Context: an optimization exercise on an open-source flow, tuned for small area and a short achievable clock period. The choices shown serve that exercise and are no tape-out recipe.
RTL that was checked went through simulation tests only; none was proved equivalent to the original.
Power and IR drop assume default switching activity.

==> job 3802: inputs <==
Design ternary_matmul_top, start of the top module:
module ternary_matmul_top (
    input  logic       clk,
    input  logic       reset,
    input  logic [7:0] weights_in,
    input  logic [7:0] activations_in,
    input  logic       compute,
    output logic [7:0] result_out
);
    logic [9:0] row_pos, row_neg;
    logic [7:0] act;
    logic clr, clr_prev, clr_head, cap, zero;
    ternary_pkg::acc_t [ternary_pkg::acc_count-1:0] acc_q;
    always_ff @(posedge clk) begin
        clr      <= reset || !compute;
        clr_prev <= clr;
        clr_head <= reset || !compute || clr;
        cap      <= !reset && !compute;
        zero     <= reset || (zero && compute);
    end
    input_stager u_input_stager (
        .clk            (clk),
        .reset          (reset),
        .compute        (compute),
        .weights_in     (weights_in),
        .activations_in (activations_in),
        .row_pos         (row_pos),
        .row_neg        (row_neg),
        .act            (act)
    );
    mac_array u_mac_array (
        .clk      (clk),
        .clr_head (clr_head),
        .row_pos   (row_pos),
        .row_neg  (row_neg),
        .act      (act),
        .acc_q    (acc_q)
    );
    readout_queue u_readout_queue (
        .clk        (clk),
        .reset      (reset),
        .compute    (compute),
        .clr        (clr),
        .clr_prev   (clr_prev),
        .cap        (cap),
        .zero       (zero),
        .acc_q      (acc_q),
        .result_out (result_out)
    );
endmodule
==> module mac_array, before the edit <==
module mac_array (
    input  logic                   clk,
    input  logic                   clr_head,
    input  logic [9:0]             row_pos,
    input  logic [9:0]             row_neg,
    input  logic [7:0]             act,
    output ternary_pkg::acc_t [ternary_pkg::acc_count-1:0] acc_q
);
    ternary_pkg::acc_t [ternary_pkg::acc_count-1:0] acc_n;
    assign acc_q = ~acc_n;
    for (genvar r = 0; r < ternary_pkg::array_rows; r++) begin : g_row
        logic [15:0] h, sum;
        logic [7:0]  t;
        logic [8:0]  c;
        logic [8:0]  ones, zeros;
        logic        inc, dec;
        assign h = clr_head ? 16'h0000 : ~acc_n[2*r];
        assign t    = ({8{row_pos[r]}} & act) | ({8{row_neg[r]}} & ~act);
        assign c[0] = row_neg[r];
        for (genvar i = 0; i < 8; i++) begin : g_lo
            assign sum[i]  = h[i] ^ t[i] ^ c[i];
            assign c[i+1]  = (h[i] & t[i]) | (c[i] & (h[i] ^ t[i]));
        end
        assign inc = c[8] & !t[7];
        assign dec = !c[8] & t[7];
        assign ones[0]  = 1'b1;
        assign zeros[0] = 1'b1;
        for (genvar i = 0; i < 8; i++) begin : g_hi
            assign ones[i+1]  = ones[i] & h[8+i];
            assign zeros[i+1] = zeros[i] & !h[8+i];
            assign sum[8+i]   = h[8+i] ^ ((inc & ones[i]) | (dec & zeros[i]));
        end
        always_ff @(posedge clk) begin
            acc_n[2*r]   <= acc_n[2*r+1];
            acc_n[2*r+1] <= ~sum;
        end
    end
endmodule
export LEC_CHECK = 0
export CAP_MARGIN = 20
export CORE_MARGIN = 2
export CORE_UTILIZATION = 60
export CTS_CLUSTER_DIAMETER = 100
export CTS_CLUSTER_SIZE = 30
export SLEW_MARGIN = 20
create_clock -name core_clock -period 14.0 [get_ports {clk}]
standard.sh (not shown) runs the stock make flow with config.mk's settings and CLKGATE_MAP_FILE= SYNTH_SCRIPT=/design/flow/synth_recipe.tcl, a recipe that flattens the netlist after the stock synthesis.
==> flow/flow/run.sh <==
#!/bin/bash
# Own layout flow: the standard steps (standard.sh), except that
#  - synthesis leaves out Yosys's full-adder extraction (ADDER_MAP_FILE
#    empty) and maps with flow/abc_area.script, a delay-targeted ABC
#    mapping with area recovery, in place of ORFS's ABC script
#    (flow/synth.tcl swaps the script; the registers are unchanged);
#  - ports are buffered with buf_4 cells and timing repair aims for a
#    larger setup margin.
# Each step's full output goes to its own log file here.
set -euo pipefail
export MY_ABC_SCRIPT=$PWD/flow/abc_area.script
bash standard.sh ADDER_MAP_FILE= SYNTH_SCRIPT=$PWD/flow/synth.tcl synth > synth.log 2>&1
bash standard.sh SETUP_SLACK_MARGIN=10 "BUFFER_PORTS_ARGS=-buffer_cell sky130_fd_sc_hd__buf_4" finish > layout.log 2>&1
==> flow/flow/abc_area.script <==
strash
dc2
dch
map -D 2500
topo
stime
==> flow/flow/synth.tcl <==
# The standard flow's synthesis script with ABC's mapping script replaced by the one
# named in MY_ABC_SCRIPT; everything else, registers included, is as in
# the standard synthesis.
proc synth {args} { yosys synth -nofsm -noshare {*}$args }
proc my_abc_args {name1 name2 op} {
  set i [lsearch -exact $::abc_args -script]
  if {$i >= 0 && [lindex $::abc_args [expr {$i + 1}]] ne $::env(MY_ABC_SCRIPT)} {
    set ::abc_args [lreplace $::abc_args [expr {$i + 1}] [expr {$i + 1}] $::env(MY_ABC_SCRIPT)]
  }
}
trace add variable ::abc_args write my_abc_args
source $::env(SCRIPTS_DIR)/synth.tcl
# left out here: clear keep_hierarchy, flatten, clean up, hide names made inside functions, write 1_2_yosys.v
==> job 8889 (differences from job 3802) <==
--- a/flow/design.v
+++ b/flow/design.v
@@ -371,15 +371,13 @@
     input  logic [7:0]             act,
     output ternary_pkg::acc_t [ternary_pkg::acc_count-1:0] acc_q
 );
-    ternary_pkg::acc_t [ternary_pkg::acc_count-1:0] acc_n;
-    assign acc_q = ~acc_n;
     for (genvar r = 0; r < ternary_pkg::array_rows; r++) begin : g_row
         logic [15:0] h, sum;
         logic [7:0]  t;
         logic [8:0]  c;
         logic [8:0]  ones, zeros;
         logic        inc, dec;
-        assign h = clr_head ? 16'h0000 : ~acc_n[2*r];
+        assign h = clr_head ? 16'h0000 : acc_q[2*r];
         assign t    = ({8{row_pos[r]}} & act) | ({8{row_neg[r]}} & ~act);
         assign c[0] = row_neg[r];
         for (genvar i = 0; i < 8; i++) begin : g_lo
@@ -396,8 +394,8 @@
             assign sum[8+i]   = h[8+i] ^ ((inc & ones[i]) | (dec & zeros[i]));
         end
         always_ff @(posedge clk) begin
-            acc_n[2*r]   <= acc_n[2*r+1];
-            acc_n[2*r+1] <= ~sum;
+            acc_q[2*r]   <= acc_q[2*r+1];
+            acc_q[2*r+1] <= sum;
         end
     end
 endmodule
==> flow/flow/abc_area.script (replaced) <==
strash
dch
map -D 2000
topo
stime
- CORE_UTILIZATION: 60 -> 40
==> notes <==
Against job 8889, the critical path depth of job 3802 is higher by 16. Against job 3802, the first-iteration DRC count of job 8889 is larger by about 30%. Against job 8889, the utilization of job 3802 is higher by 25 points. In job 3802 the hold slack is lower than in job 8889, by 0.0020 ns. Between job 3802 and job 8889, the lower die area is in job 3802 (gap 36%, measured against job 8889). Clock skew: job 3802 is lower than job 8889 (0.026 ns). Between job 8889 and job 3802, the lower final cell count is in job 3802 (gap 20%, measured against job 3802). Against job 3802, the global-route usage of job 8889 is lower by 6.6 points. Of job 8889 and job 3802, job 8889 has the higher clock power (gap 9.1%, measured against job 3802). In job 8889 the clock-buffer cell count is higher than in job 3802, by 2.
Only the layout flow was run in job 3802; the RTL was not checked for function there.

---

==> willow: inputs <==
==> flow/design.v <==
package ternary_pkg;
    localparam int compute_slices = 2;
    localparam int lanes_per_byte = 5;
    localparam int array_rows = lanes_per_byte * compute_slices;
    localparam int acc_count = array_rows * compute_slices;
    localparam int acc_width = 16;
    localparam int byte_width = 8;
    localparam int result_shift = 8;
    typedef logic [acc_width-1:0] acc_t;
    typedef logic [byte_width-1:0] byte_t;
endpackage
`timescale 1ns/1ps
module weight_unpacker(packed_weights, en, neg);
  input [7:0] packed_weights;
  wire [7:0] packed_weights;
  output [4:0] en;
  wire [4:0] en;
  output [4:0] neg;
  wire [4:0] neg;
  wire _000_;
  wire _001_;
  wire _002_;
  wire _003_;
  wire _004_;
  wire _005_;
  wire _006_;
  wire _007_;
  wire _008_;
  wire _009_;
  wire _010_;
  wire _011_;
  wire _012_;
  wire _013_;
  wire _014_;
  wire _015_;
  wire _016_;
  wire _017_;
  wire _018_;
  wire _019_;
  wire _020_;
  wire _021_;
  wire _022_;
  wire _023_;
  wire _024_;
  wire _025_;
  wire _026_;
  wire _027_;
  wire _028_;
  wire _029_;
  wire _030_;
  wire _031_;
  wire _032_;
  wire _033_;
  wire _034_;
  wire _035_;
  wire _036_;
  wire _037_;
  wire _038_;
  wire _039_;
  wire _040_;
  wire _041_;
  wire _042_;
  wire _043_;
  wire _044_;
  wire _045_;
  wire _046_;
  wire _047_;
  wire _048_;
  wire _049_;
  wire _050_;
  wire _051_;
  wire _052_;
  wire _053_;
  wire _054_;
  wire _055_;
  wire _056_;
  wire _057_;
  wire _058_;
  wire _059_;
  wire _060_;
  wire _061_;
  wire _062_;
  wire _063_;
  wire _064_;
  wire _065_;
  wire _066_;
  wire _067_;
  wire _068_;
  wire _069_;
  wire _070_;
  wire _071_;
  wire _072_;
  wire _073_;
  wire _074_;
  wire _075_;
  wire _076_;
  wire _077_;
  wire _078_;
  wire _079_;
  wire _080_;
  wire _081_;
  wire _082_;
  wire _083_;
  wire _084_;
  wire _085_;
  wire _086_;
  wire _087_;
  wire _088_;
  wire _089_;
  wire _090_;
  wire _091_;
  wire _092_;
  wire _093_;
  wire _094_;
  wire _095_;
  wire _096_;
  wire _097_;
  wire _098_;
  wire _099_;
  wire _100_;
  wire _101_;
  wire _102_;
  wire _103_;
  wire _104_;
  wire _105_;
  wire _106_;
  assign _028_ = packed_weights[2] & ~(packed_weights[5]);
  assign _029_ = ~_028_;
  assign _030_ = packed_weights[4] & ~(packed_weights[1]);
  assign _031_ = packed_weights[0] & ~(packed_weights[3]);
  assign _032_ = _030_ & ~(_031_);
  assign _033_ = packed_weights[0] | ~(packed_weights[3]);
  assign _034_ = _033_ & ~(_031_);
  assign _035_ = packed_weights[4] | ~(packed_weights[1]);
  assign _036_ = _035_ & ~(_030_);
  assign _037_ = _036_ | ~(_034_);
  assign _038_ = _035_ & ~(_033_);
  assign _039_ = _038_ | _030_;
  assign _040_ = _037_ & ~(_039_);
  assign _041_ = _040_ | _032_;
  assign _042_ = _041_ | _029_;
  assign _043_ = _033_ & ~(_035_);
  assign _044_ = _043_ | _032_;
  assign _045_ = _034_ ? _036_ : _044_;
  assign _046_ = _045_ | ~(_041_);
  assign _047_ = packed_weights[2] | ~(packed_weights[5]);
  assign _048_ = ~(_047_ | _046_);
  assign _049_ = packed_weights[5] & packed_weights[2];
  assign _050_ = ~(packed_weights[5] | packed_weights[2]);
  assign _051_ = ~(_050_ | _049_);
  assign _052_ = _045_ & ~(_051_);
  assign _053_ = _052_ | _048_;
  assign _054_ = _053_ | ~(_042_);
  assign _055_ = packed_weights[7] & ~(packed_weights[6]);
  assign _056_ = _055_ & _054_;
  assign _057_ = ~packed_weights[7];
  assign _058_ = _045_ & ~(_029_);
  assign _059_ = ~(_051_ & _041_);
  assign _060_ = _047_ & _046_;
  assign _061_ = _059_ & ~(_060_);
  assign _062_ = _061_ | _058_;
  assign _063_ = ~(_062_ | _054_);
  assign _064_ = _063_ | _055_;
  assign _065_ = packed_weights[6] & ~(packed_weights[7]);
  assign _066_ = ~(_065_ | _062_);
  assign _067_ = _064_ & ~(_066_);
  assign _068_ = _057_ & ~(_067_);
  assign _069_ = ~(_068_ | _056_);
  assign _070_ = ~_051_;
  assign _071_ = _070_ ^ _039_;
  assign _072_ = ~(_071_ | _069_);
  assign _073_ = _070_ | _044_;
  assign _074_ = ~(_073_ | _048_);
  assign _075_ = _036_ | ~(_033_);
  assign _076_ = _053_ & ~(_075_);
  assign _077_ = _076_ | _074_;
  assign _078_ = ~packed_weights[4];
  assign _079_ = ~packed_weights[3];
  assign _080_ = ~(_077_ | _072_);
  assign _081_ = _079_ & ~(_080_);
  assign _082_ = _081_ | _078_;
  assign _083_ = packed_weights[5] & ~(_082_);
  assign _084_ = packed_weights[7] & ~(_083_);
  assign _085_ = _084_ | _055_;
  assign _086_ = packed_weights[7] & ~(_085_);
  assign _087_ = _069_ & ~(_086_);
  assign neg[3] = _077_ ? _087_ : _072_;
  assign _088_ = packed_weights[5] | packed_weights[3];
  assign _089_ = _088_ & ~(_082_);
  assign _090_ = ~(_080_ & packed_weights[3]);
  assign _091_ = _090_ ? _050_ : _049_;
  assign _092_ = _089_ & ~(_091_);
  assign _093_ = _090_ & _050_;
  assign _094_ = _093_ | _081_;
  assign _095_ = _049_ | packed_weights[4];
  assign _096_ = _094_ & ~(_095_);
  assign _097_ = ~(_096_ | _092_);
  assign _098_ = _050_ & ~(_080_);
  assign _099_ = _098_ | _078_;
  assign _100_ = ~(_080_ ^ _050_);
  assign _101_ = packed_weights[3] & ~(_100_);
  assign _102_ = _101_ ^ _099_;
  assign _103_ = ~(_065_ | _055_);
  assign _104_ = _102_ ? _065_ : _103_;
  assign neg[2] = _097_ ? _104_ : _055_;
  assign _105_ = packed_weights[6] & ~(_092_);
  assign _106_ = ~(_105_ | _096_);
  assign _000_ = packed_weights[7] & ~(packed_weights[5]);
  assign _001_ = _000_ & _106_;
  assign _002_ = ~packed_weights[5];
  assign _003_ = _102_ ? _055_ : _065_;
  assign _004_ = packed_weights[6] ? _084_ : _057_;
  assign _005_ = _097_ ? _003_ : _004_;
  assign _006_ = _002_ & ~(_005_);
  assign _007_ = ~(_006_ | _084_);
  assign _008_ = ~(_007_ | _106_);
  assign _009_ = _008_ & ~(_000_);
  assign _010_ = _004_ & _083_;
  assign _011_ = _010_ | _009_;
  assign neg[1] = _011_ | _001_;
  assign _012_ = neg[3] | _079_;
  assign _013_ = _005_ & ~(_012_);
  assign _014_ = packed_weights[4] | ~(packed_weights[6]);
  assign _015_ = _055_ | _002_;
  assign _016_ = _014_ & ~(_015_);
  assign _017_ = _016_ | _000_;
  assign _018_ = _017_ | _013_;
  assign en[1] = _018_ | _011_;
  assign _019_ = _083_ | packed_weights[6];
  assign _020_ = en[1] & ~(_019_);
  assign neg[0] = _085_ & ~(_020_);
  assign _021_ = ~(_004_ & _054_);
  assign en[4] = _021_ & ~(_067_);
  assign _022_ = _071_ & _069_;
  assign _023_ = _022_ | ~(_080_);
  assign en[3] = _023_ | _086_;
  assign en[2] = ~_005_;
  assign _024_ = packed_weights[6] & ~(_008_);
  assign en[0] = _024_ | packed_weights[7];
  assign _025_ = _004_ & _063_;
  assign _026_ = _065_ & _062_;
  assign _027_ = _026_ | _056_;
  assign neg[4] = _027_ | _025_;
endmodule
`timescale 1ns/1ps
module input_stager (
    input  logic       clk,
    input  logic       reset,
    input  logic       compute,
    input  logic [7:0] weights_in,
    input  logic [7:0] activations_in,
    output logic [9:0] row_en,
    output logic [9:0] row_neg,
    output logic [7:0] act
);
    logic       slice;
    logic       slice_next;
    logic [7:0] fill_w0, fill_w1, fill_a0, fill_a1;
    logic [4:0] en0, neg0, en1, neg1;
    logic [7:0] frame0;
    assign slice_next = !reset && compute && !slice;
    always_ff @(posedge clk) begin
        slice <= slice_next;
    end
    always_ff @(posedge clk) begin
        if (reset) begin
            fill_w0 <= 8'hff;
            fill_w1 <= 8'hff;
            fill_a0 <= 8'h00;
            fill_a1 <= 8'h00;
        end else if (slice) begin
            fill_w1 <= weights_in;
            fill_a1 <= activations_in;
        end else begin
            fill_w0 <= weights_in;
            fill_a0 <= activations_in;
        end
    end
    weight_unpacker u_dec0 (.packed_weights(fill_w0), .en(en0), .neg(neg0));
    weight_unpacker u_dec1 (.packed_weights(fill_w1), .en(en1), .neg(neg1));
    always_ff @(posedge clk) begin
        if (!slice) begin
            row_en  <= {en1, en0};
            row_neg <= {neg1, neg0};
            frame0  <= fill_a0;
        end
    end
    always_ff @(posedge clk) begin
        if (slice) begin
            act <= frame0;
        end else if (slice_next) begin
            act <= fill_a1;
        end else begin
            act <= fill_a0;
        end
    end
endmodule
`timescale 1ns/1ps
module mac_array (
    input  logic                   clk,
    input  logic                   clr_head,
    input  logic [9:0]             row_en,
    input  logic [9:0]             row_neg,
    input  logic [7:0]             act,
    output ternary_pkg::acc_t [ternary_pkg::acc_count-1:0] acc_q
);
    for (genvar r = 0; r < ternary_pkg::array_rows; r++) begin : g_row
        logic [15:0] h, sum;
        logic [7:0]  t;
        logic [8:0]  c;
        logic [8:0]  ones, zeros;
        logic        inc, dec;
        assign h = clr_head ? 16'h0000 : acc_q[2*r];
        assign t    = {8{row_en[r]}} & (act ^ {8{row_neg[r]}});
        assign c[0] = row_en[r] & row_neg[r];
        for (genvar i = 0; i < 8; i++) begin : g_lo
            assign sum[i]  = h[i] ^ t[i] ^ c[i];
            assign c[i+1]  = (h[i] & t[i]) | (c[i] & (h[i] ^ t[i]));
        end
        assign inc = c[8] & !t[7];
        assign dec = !c[8] & t[7];
        assign ones[0]  = 1'b1;
        assign zeros[0] = 1'b1;
        for (genvar i = 0; i < 8; i++) begin : g_hi
            assign ones[i+1]  = ones[i] & h[8+i];
            assign zeros[i+1] = zeros[i] & !h[8+i];
            assign sum[8+i]   = h[8+i] ^ ((inc & ones[i]) | (dec & zeros[i]));
        end
        always_ff @(posedge clk) begin
            acc_q[2*r]   <= acc_q[2*r+1];
            acc_q[2*r+1] <= sum;
        end
    end
endmodule
`timescale 1ns/1ps
module readout_queue (
    input  logic       clk,
    input  logic       reset,
    input  logic       compute,
    input  logic       clr,
    input  logic       clr_prev,
    input  logic       cap,
    input  logic       zero,
    input  ternary_pkg::acc_t [ternary_pkg::acc_count-1:0] acc_q,
    output logic [7:0] result_out
);
    localparam int N = ternary_pkg::acc_count;
    ternary_pkg::byte_t q [1:N-1];
    ternary_pkg::byte_t e [1:N-1];
    for (genvar n = 1; n < N; n++) begin : g_e
        if (n % 2 == 0) begin : g_head
            assign e[n] = cap ? (clr_prev ? 8'h00 : acc_q[n][15:8]) : q[n];
        end else begin : g_tail
            assign e[n] = cap ? acc_q[n][15:8] : q[n];
        end
    end
    always_ff @(posedge clk) begin
        for (int n = 1; n < N - 1; n++) begin
            q[n] <= e[n+1];
        end
        q[N-1] <= e[N-1];
    end
    always_ff @(posedge clk) begin
        if (reset) begin
            result_out <= '0;
        end else if (!compute) begin
            result_out <= clr ? 8'h00 : acc_q[1][15:8];
        end else begin
            result_out <= zero ? 8'h00 : e[1];
        end
    end
endmodule
`timescale 1ns/1ps
module ternary_matmul_top (
    input  logic       clk,
    input  logic       reset,
    input  logic [7:0] weights_in,
    input  logic [7:0] activations_in,
    input  logic       compute,
    output logic [7:0] result_out
);
    logic [9:0] row_en, row_neg;
    logic [7:0] act;
    logic clr, clr_prev, clr_head, cap, zero;
    ternary_pkg::acc_t [ternary_pkg::acc_count-1:0] acc_q;
    always_ff @(posedge clk) begin
        clr      <= reset || !compute;
        clr_prev <= clr;
        clr_head <= reset || !compute || clr;
        cap      <= !reset && !compute;
        zero     <= reset || (zero && compute);
    end
    input_stager u_input_stager (
        .clk            (clk),
        .reset          (reset),
        .compute        (compute),
        .weights_in     (weights_in),
        .activations_in (activations_in),
        .row_en         (row_en),
        .row_neg        (row_neg),
        .act            (act)
    );
    mac_array u_mac_array (
        .clk      (clk),
        .clr_head (clr_head),
        .row_en   (row_en),
        .row_neg  (row_neg),
        .act      (act),
        .acc_q    (acc_q)
    );
    readout_queue u_readout_queue (
        .clk        (clk),
        .reset      (reset),
        .compute    (compute),
        .clr        (clr),
        .clr_prev   (clr_prev),
        .cap        (cap),
        .zero       (zero),
        .acc_q      (acc_q),
        .result_out (result_out)
    );
endmodule
==> flow/flow/run.sh <==
#!/bin/bash
# Own layout flow: the standard steps (standard.sh), except that
#  - synthesis leaves out Yosys's full-adder extraction (ADDER_MAP_FILE
#    empty) and maps with flow/abc_area.script, a delay-targeted ABC
#    mapping with area recovery, in place of ORFS's ABC script
#    (flow/synth.tcl swaps the script; the registers are unchanged);
#  - timing repair aims for a larger setup margin.
# Each step's full output goes to its own log file here.
set -euo pipefail
export MY_ABC_SCRIPT=$PWD/flow/abc_area.script
bash standard.sh ADDER_MAP_FILE= SYNTH_SCRIPT=$PWD/flow/synth.tcl synth > synth.log 2>&1
bash standard.sh SETUP_SLACK_MARGIN=10 finish > layout.log 2>&1
==> flow/flow/abc_area.script <==
strash
dch
map -D 2000
topo
stime
==> flow/flow/synth.tcl <==
# The standard flow's synthesis script with ABC's mapping script replaced by the one
# named in MY_ABC_SCRIPT; everything else, registers included, is as in
# the standard synthesis.
proc synth {args} { yosys synth -nofsm -noshare {*}$args }
proc my_abc_args {name1 name2 op} {
  set i [lsearch -exact $::abc_args -script]
  if {$i >= 0 && [lindex $::abc_args [expr {$i + 1}]] ne $::env(MY_ABC_SCRIPT)} {
    set ::abc_args [lreplace $::abc_args [expr {$i + 1}] [expr {$i + 1}] $::env(MY_ABC_SCRIPT)]
  }
}
trace add variable ::abc_args write my_abc_args
source $::env(SCRIPTS_DIR)/synth.tcl
# left out here: clear keep_hierarchy, flatten, clean up, hide names made inside functions, write 1_2_yosys.v
==> flow/standard.sh <==
#!/bin/bash
# synth_recipe.tcl (not shown) runs the flow's synth.tcl, then flattens the netlist and writes it again
# the make line also repeats each setting of config.mk as NAME=value (left out here)
make -C /OpenROAD-flow-scripts/flow DESIGN_CONFIG=/design/flow/config.mk WORK_HOME=/design/flow/orfs CLKGATE_MAP_FILE= SYNTH_SCRIPT=/design/flow/synth_recipe.tcl "${@:-finish}"
==> flow/config.mk <==
export PLATFORM = sky130hd
export DESIGN_NAME = ternary_matmul_top
export DESIGN_NICKNAME = ternary_matmul_top
export VERILOG_FILES = /design/flow/design.v
export SDC_FILE = /design/flow/constraint.sdc
export NUM_CORES = 4
export LEC_CHECK = 0
export CAP_MARGIN = 20
export CORE_MARGIN = 2
export CORE_UTILIZATION = 40
export CTS_CLUSTER_DIAMETER = 100
export CTS_CLUSTER_SIZE = 30
export SLEW_MARGIN = 20
==> flow/constraint.sdc <==
create_clock -name core_clock -period 14.0 [get_ports {clk}]
set_input_delay 2.8000 -clock core_clock [delete_from_list [all_inputs] [get_ports {clk}]]
set_output_delay 2.8000 -clock core_clock [all_outputs]
set_load 0.01 [all_outputs]
==> sierra (differences from willow) <==
--- a/flow/flow/run.sh
+++ b/flow/flow/run.sh
@@ -10,3 +10,3 @@
 export MY_ABC_SCRIPT=$PWD/flow/abc_area.script
 bash standard.sh ADDER_MAP_FILE= SYNTH_SCRIPT=$PWD/flow/synth.tcl synth > synth.log 2>&1
-bash standard.sh SETUP_SLACK_MARGIN=10 finish > layout.log 2>&1
+bash standard.sh SETUP_SLACK_MARGIN=10 "BUFFER_PORTS_ARGS=-buffer_cell sky130_fd_sc_hd__buf_4" finish > layout.log 2>&1
==> results.txt <==
detailed-route via count 16400; Sw Share 31.1%; Final Wtd Congestion 0.848; Worst-Margin Slew 0.959 ns; CLK BUF 30; vias in the first global route 15400; largest net degree at the start of global routing 88; Pint 2680 uW; Clock-cell share 2.71%; initial DRC count 1024; status complete, no violations; Non-CTS buffers 40; Avg Vias per Cell 4.84
Source of the figures above: willow

==> results.txt <==
cell count after synthesis 2631; largest net degree at the start of global routing 82; most common cell after layout, fill and taps aside nand2_1; FMAX 260 MHz; vias in the first global route 15000; Non-CTS buffers 35; initial DRC count 986; Pint 2680 uW; detailed-route via count 16200; Avg Vias per Cell 4.80; Sw Share 30.9%; status complete, no violations
Source of the figures above: sierra

## afterwards: timing with drivers on the ports
How much do the figures lean on ideal ports? The routed layouts below were timed once more, with nothing changed but the port constraints.
Step 1: set_driving_cell puts a clkbuf_16 on clk and a buf_2 on each other input, an assumption about the parent block.
Step 2, shift: input delay + t, output delay - t, t = (earliest + latest rising clock arrival at the registers) / 2. This alone moves slack from input paths to output paths.
Slacks: no drivers / after step 1 / after step 2; pairs: no drivers / after step 1.
run | shift t [ns] | setup slack, ns | clock arrival spread, ns | worst register clock-pin slew, ns | pins driven straight from the clock port
job 3802 | 0.598 | 10.194 / 10.154 / 9.674 | 0.018 / 0.018 | 0.12 / 0.12 | 1
job 8889 | 0.607 | 10.166 / 10.116 / 9.601 | 0.046 / 0.045 | 0.12 / 0.12 | 1
willow | 0.626 | 10.049 / 9.991 / 9.595 | 0.043 / 0.044 | 0.12 / 0.12 | 1
sierra | 0.619 | 10.152 / 10.096 / 9.741 | 0.031 / 0.031 | 0.11 / 0.11 | 1
After both steps every run listed still meets setup and hold. The setup slack of job 8889, which loses most, moves by -0.050 ns with the drivers and by -0.565 ns with both steps.
